What follows belongs to an exercise in optimizing a design on an open flow for small area; a production flow would make more cautious choices. Only simulation tests tie the RTL to the original design; equivalence was not proved. Power and IR drop assume default switching activity.

==> branch pepper: inputs <==
==> flow/design.v <==
package chip8_pkg;
  typedef logic [7:0] byte_t;
endpackage
`timescale 1ns/1ps
module chip8_top (
  input  logic        clk,
  input  logic        reset,
  input  logic [7:0]  mem_rdata,
  output logic        mem_read,
  output logic        mem_write,
  output logic [11:0] mem_addr,
  output logic [7:0]  mem_wdata
);
  localparam logic [3:0] S_CLR  = 4'd0;
  localparam logic [3:0] S_F0   = 4'd1;
  localparam logic [3:0] S_F1   = 4'd2;
  localparam logic [3:0] S_EX0  = 4'd3;
  localparam logic [3:0] S_EX1  = 4'd4;
  localparam logic [3:0] S_EX2  = 4'd5;
  localparam logic [3:0] S_SK1  = 4'd6;
  localparam logic [3:0] S_SK2  = 4'd7;
  localparam logic [3:0] S_ST33 = 4'd8;
  localparam logic [3:0] S_ST55 = 4'd9;
  logic [3:0]  st, st_n;
  logic [3:0]  rp;
  logic [3:0]  sp, sp_n;
  logic [11:0] pc, pc_n;
  logic [11:0] ireg, i_n;
  logic [7:0]  irh, irh_n;
  logic [7:0]  t, t_n;
  logic        f, f_n;
  logic [7:0]  vr [16];
  logic [11:0] sr [16];
  logic        vwe;
  logic [7:0]  vnew;
  logic        push;
  wire [7:0]  lo   = mem_rdata;
  wire [3:0]  c    = irh[7:4];
  wire [3:0]  x    = irh[3:0];
  wire [3:0]  y    = lo[7:4];
  wire [3:0]  n    = lo[3:0];
  wire [7:0]  head = vr[0];
  wire        atX  = (rp == x);
  wire        atY  = (rp == y);
  wire        at0  = (rp == 4'd0);
  wire        atF  = (rp == 4'd15);
  wire [11:0] pc1  = pc + 12'd1;
  logic       inv_a, inv_b;
  logic [1:0] bsel;
  logic [7:0] op_a, op_b, sum;
  logic       cout, zero;
  always_comb begin
    inv_a = 1'b0;
    inv_b = 1'b0;
    bsel  = 2'd0;
    case (c)
      4'h3, 4'h4: inv_b = 1'b1;
      4'h5, 4'h9: begin bsel = 2'd1; inv_b = 1'b1; end
      4'h8: begin
        bsel  = 2'd1;
        inv_b = (n == 4'h5);
        inv_a = (n == 4'h7);
      end
      4'hF: bsel = 2'd2;
      default: ;
    endcase
  end
  assign op_a = head ^ {8{inv_a}};
  assign op_b = (bsel == 2'd0 ? lo : bsel == 2'd1 ? t : ireg[7:0]) ^ {8{inv_b}};
  assign {cout, sum} = {1'b0, op_a} + {1'b0, op_b} + {8'd0, inv_a | inv_b};
  assign zero = (sum == 8'd0);
  logic [7:0] r8;
  logic       fl;
  logic       valid8, flagop;
  always_comb begin
    r8     = sum;
    fl     = cout;
    valid8 = 1'b1;
    flagop = 1'b1;
    case (n)
      4'h0: begin r8 = t;          flagop = 1'b0; end
      4'h1: begin r8 = head | t;   flagop = 1'b0; end
      4'h2: begin r8 = head & t;   flagop = 1'b0; end
      4'h3: begin r8 = head ^ t;   flagop = 1'b0; end
      4'h4: ;
      4'h5: ;
      4'h6: begin r8 = {1'b0, head[7:1]}; fl = head[0]; end
      4'h7: fl = cout & ~zero;
      4'hE: begin r8 = {head[6:0], 1'b0}; fl = head[7]; end
      default: begin valid8 = 1'b0; flagop = 1'b0; end
    endcase
  end
  wire skip = zero ^ (c == 4'h4 || c == 4'h9);
  wire [7:0] hund  = t / 8'd100;
  wire [7:0] tens  = (t / 8'd10) % 8'd10;
  wire [7:0] units = t % 8'd10;
  wire [7:0] digit = rp[1] ? units : (rp[0] ? tens : hund);
  wire storing = (st == S_ST33) || (st == S_ST55);
  assign mem_addr  = storing ? ireg + {8'd0, rp} : pc;
  assign mem_wdata = (st == S_ST33) ? digit : head;
  always_comb begin
    st_n  = st;
    pc_n  = pc;
    sp_n  = sp;
    i_n   = ireg;
    t_n   = t;
    f_n   = f;
    irh_n = irh;
    vwe   = 1'b0;
    vnew  = 8'd0;
    push  = 1'b0;
    mem_read  = 1'b0;
    mem_write = 1'b0;
    case (st)
      S_CLR: begin
        vwe = 1'b1;
        if (atF)
          st_n = S_F0;
      end
      S_F0: begin
        mem_read = 1'b1;
        pc_n     = pc1;
        st_n     = S_F1;
      end
      S_F1: begin
        mem_read = 1'b1;
        irh_n    = lo;
        st_n     = S_EX0;
      end
      S_EX0, S_EX1, S_EX2: begin
        mem_read = 1'b1;
        case (c)
          4'h0: begin
            if (x == 4'h0 && lo == 8'hEE) begin
              if (rp == sp - 4'd1) begin
                pc_n = sr[0];
                sp_n = sp - 4'd1;
                st_n = S_F0;
              end
            end else begin
              pc_n = pc1;
              st_n = S_F0;
            end
          end
          4'h1: begin
            pc_n = {x, lo};
            st_n = S_F0;
          end
          4'h2: begin
            if (rp == sp) begin
              push = 1'b1;
              sp_n = sp + 4'd1;
              pc_n = {x, lo};
              st_n = S_F0;
            end
          end
          4'h3, 4'h4: begin
            if (atX) begin
              pc_n = pc1;
              st_n = skip ? S_SK1 : S_F0;
            end
          end
          4'h5, 4'h9: begin
            if (n != 4'h0) begin
              pc_n = pc1;
              st_n = S_F0;
            end else if (st == S_EX0) begin
              if (atY) begin
                t_n  = head;
                st_n = S_EX1;
              end
            end else if (atX) begin
              pc_n = pc1;
              st_n = skip ? S_SK1 : S_F0;
            end
          end
          4'h6: begin
            if (atX) begin
              vwe  = 1'b1;
              vnew = lo;
              pc_n = pc1;
              st_n = S_F0;
            end
          end
          4'h7: begin
            if (atX) begin
              vwe  = 1'b1;
              vnew = sum;
              pc_n = pc1;
              st_n = S_F0;
            end
          end
          4'h8: begin
            if (!valid8) begin
              pc_n = pc1;
              st_n = S_F0;
            end else if (st == S_EX0) begin
              if (atY) begin
                t_n  = head;
                st_n = S_EX1;
              end
            end else if (st == S_EX1) begin
              if (atX) begin
                vwe  = 1'b1;
                vnew = r8;
                f_n  = fl;
                if (flagop)
                  st_n = S_EX2;
                else begin
                  pc_n = pc1;
                  st_n = S_F0;
                end
              end
            end else begin
              if (atF) begin
                vwe  = 1'b1;
                vnew = {7'd0, f};
                pc_n = pc1;
                st_n = S_F0;
              end
            end
          end
          4'hA: begin
            i_n  = {x, lo};
            pc_n = pc1;
            st_n = S_F0;
          end
          4'hB: begin
            if (at0) begin
              pc_n = {x + {3'd0, cout}, sum};
              st_n = S_F0;
            end
          end
          4'hF: begin
            if (lo == 8'h1E) begin
              if (atX) begin
                i_n  = {ireg[11:8] + {3'd0, cout}, sum};
                pc_n = pc1;
                st_n = S_F0;
              end
            end else if (lo == 8'h33) begin
              if (st == S_EX0) begin
                if (atX) begin
                  t_n  = head;
                  st_n = S_EX1;
                end
              end else if (atF) begin
                st_n = S_ST33;
              end
            end else if (lo == 8'h55) begin
              if (atF)
                st_n = S_ST55;
            end else begin
              pc_n = pc1;
              st_n = S_F0;
            end
          end
          default: begin
            pc_n = pc1;
            st_n = S_F0;
          end
        endcase
      end
      S_SK1: begin
        pc_n = pc1;
        st_n = S_SK2;
      end
      S_SK2: begin
        pc_n = pc1;
        st_n = S_F0;
      end
      S_ST33, S_ST55: begin
        mem_write = 1'b1;
        if (rp == ((st == S_ST33) ? 4'd2 : x)) begin
          pc_n = pc1;
          st_n = S_F0;
        end
      end
      default: st_n = S_CLR;
    endcase
  end
  always_ff @(posedge clk or posedge reset) begin
    if (reset) begin
      st   <= S_CLR;
      rp   <= 4'd0;
      sp   <= 4'd0;
      pc   <= 12'h200;
      ireg <= 12'd0;
    end else begin
      st   <= st_n;
      rp   <= rp + 4'd1;
      sp   <= sp_n;
      pc   <= pc_n;
      ireg <= i_n;
    end
  end
  always_ff @(posedge clk) begin
    irh <= irh_n;
    t   <= t_n;
    f   <= f_n;
    for (int k = 0; k < 15; k++) begin
      vr[k] <= vr[k + 1];
      sr[k] <= sr[k + 1];
    end
    vr[15] <= vwe ? vnew : vr[0];
    sr[15] <= push ? pc1 : sr[0];
  end
endmodule
==> flow/run.sh <==
#!/bin/bash
# synth_recipe.tcl (not shown) runs the flow's synth.tcl, then flattens the netlist and writes it again
# the make line also repeats each setting of config.mk as NAME=value (left out here)
make -C /OpenROAD-flow-scripts/flow DESIGN_CONFIG=/design/flow/config.mk WORK_HOME=/design/flow/orfs CLKGATE_MAP_FILE= SYNTH_SCRIPT=/design/flow/synth_recipe.tcl finish
==> flow/config.mk <==
export PLATFORM = sky130hd
export DESIGN_NAME = chip8_top
export DESIGN_NICKNAME = chip8_top
export VERILOG_FILES = /design/flow/design.v
export SDC_FILE = /design/flow/constraint.sdc
export NUM_CORES = 4
export LEC_CHECK = 0
export CAP_MARGIN = 20
export CORE_MARGIN = 2
export CORE_UTILIZATION = 40
export SLEW_MARGIN = 20
==> flow/constraint.sdc <==
create_clock -name core_clock -period 10.0 [get_ports {clk}]
set_input_delay 2.0000 -clock core_clock [delete_from_list [all_inputs] [get_ports {clk}]]
set_output_delay 2.0000 -clock core_clock [all_outputs]
set_load 0.01 [all_outputs]
==> branch nickel (differences from branch pepper) <==
--- a/flow/config.mk
+++ b/flow/config.mk
@@ -7,5 +7,5 @@
 export LEC_CHECK = 0
 export CAP_MARGIN = 20
 export CORE_MARGIN = 2
-export CORE_UTILIZATION = 40
+export CORE_UTILIZATION = 60
 export SLEW_MARGIN = 20
==> branch zinc (differences from branch pepper) <==
--- a/flow/config.mk
+++ b/flow/config.mk
@@ -8,4 +8,5 @@
 export CAP_MARGIN = 20
 export CORE_MARGIN = 2
 export CORE_UTILIZATION = 40
+export CTS_BUF_LIST = sky130_fd_sc_hd__clkbuf_4
 export SLEW_MARGIN = 20
==> summary.txt <==
- The flow ran to the end and the layout has no timing, DRC or antenna violations.
- The pin slew with the least headroom to its limit is 0.9988 ns.
- The worst hold endpoint is vr[10][1]$_DFF_P_.
- In this run the tightest slew margin relative to its limit is 32.48%.
- The number of logic stages on the critical path including buffering is 24.
- The worst hold-check slack is ~0.31 ns.
- The sequential cell area share is between 50% and 60%.
- The wire length on met3 is 2147 µm.
- The achievable clock frequency is 0.1453 GHz.
- Detailed placement finished with a half-perimeter wire length of 23990 µm.
- The power consumption is 3911 µW.
- The detailed router finished its first iteration with 824 violations.
- In this run the core area contains 67 standard-cell rows.
- Traced cell by cell, the critical path runs through clkdlybuf4s50_1 > buf_4 > inv_1 > nor2_1 > nand4_1 > xnor2_1 > fa_1 > fa_1 > nor2b_1 > o21ai_1 > a21boi_0 > o21ai_0 > a21boi_0 > o21ai_0 > nand2b_1 > ha_1 > ha_1 > nor2_1 > o21ai_0 > o211ai_1 > a31oi_1 > nor3_1 > a21oi_1 > o21ai_1.
- In this design, the stage delay of the slowest critical-path cell is 0.48 ns.
Source of the figures above: branch pepper

==> summary.txt <==
- The run finished with no timing, DRC or antenna violations.
- The violation count after the first detailed-route iteration is 1131.
- The worst hold-check slack is 0.3166 ns.
- Timing would allow up to 0.1452 GHz.
- The highest cell delay on the worst timing path is 0.48 ns.
- Summing internal, switching and leakage power gives 3843 µW.
- The sequential cell area share is about half.
- After floorplanning, the core was divided into 55 placement rows.
Source of the figures above: branch nickel

==> summary.txt <==
- The wire length on met3 is 2122 µm.
- The critical path crosses 15 cells after its start point.
- The flow ran to the end and the layout has no timing, DRC or antenna violations.
- The worst hold-check slack is 0.2870 ns.
- The pin slew with the least headroom to its limit is 1.021 ns.
- The worst hold endpoint is sr[1][0]$_DFF_P_.
- The sequential cell area share is approximately half.
- Detailed placement ended at an HPWL of 23990 µm.
- The number of core rows is 67.
Source of the figures above: branch zinc

## port drivers added, routing unchanged
The results above use ideal ports. As a check the final layouts listed here were re-extracted and re-timed, cells and wires unchanged. Step 1: set_driving_cell puts a clkbuf_16 on clk and a buf_2 on each other input, an assumption about the parent block. Step 2, shift: input delay + t, output delay - t, t = (earliest + latest rising clock arrival at the registers) / 2. This alone moves slack from input paths to output paths. Slacks: no drivers / after step 1 / after step 2; pairs: no drivers / after step 1.
run | t (ns) | setup WS [ns] | worst data-port slew with drivers (ns)
branch pepper | 0.570 | 3.119 / 3.146 / 2.577 | 0.07
branch nickel | 0.558 | 3.114 / 3.135 / 2.577 | 0.04
branch zinc | 0.790 | 3.018 / 2.974 / 2.623 | 0.07
After both steps setup and hold are still met in every run listed. The setup slack of branch pepper, which loses most, moves by +0.027 ns with the drivers and by -0.542 ns with both steps.
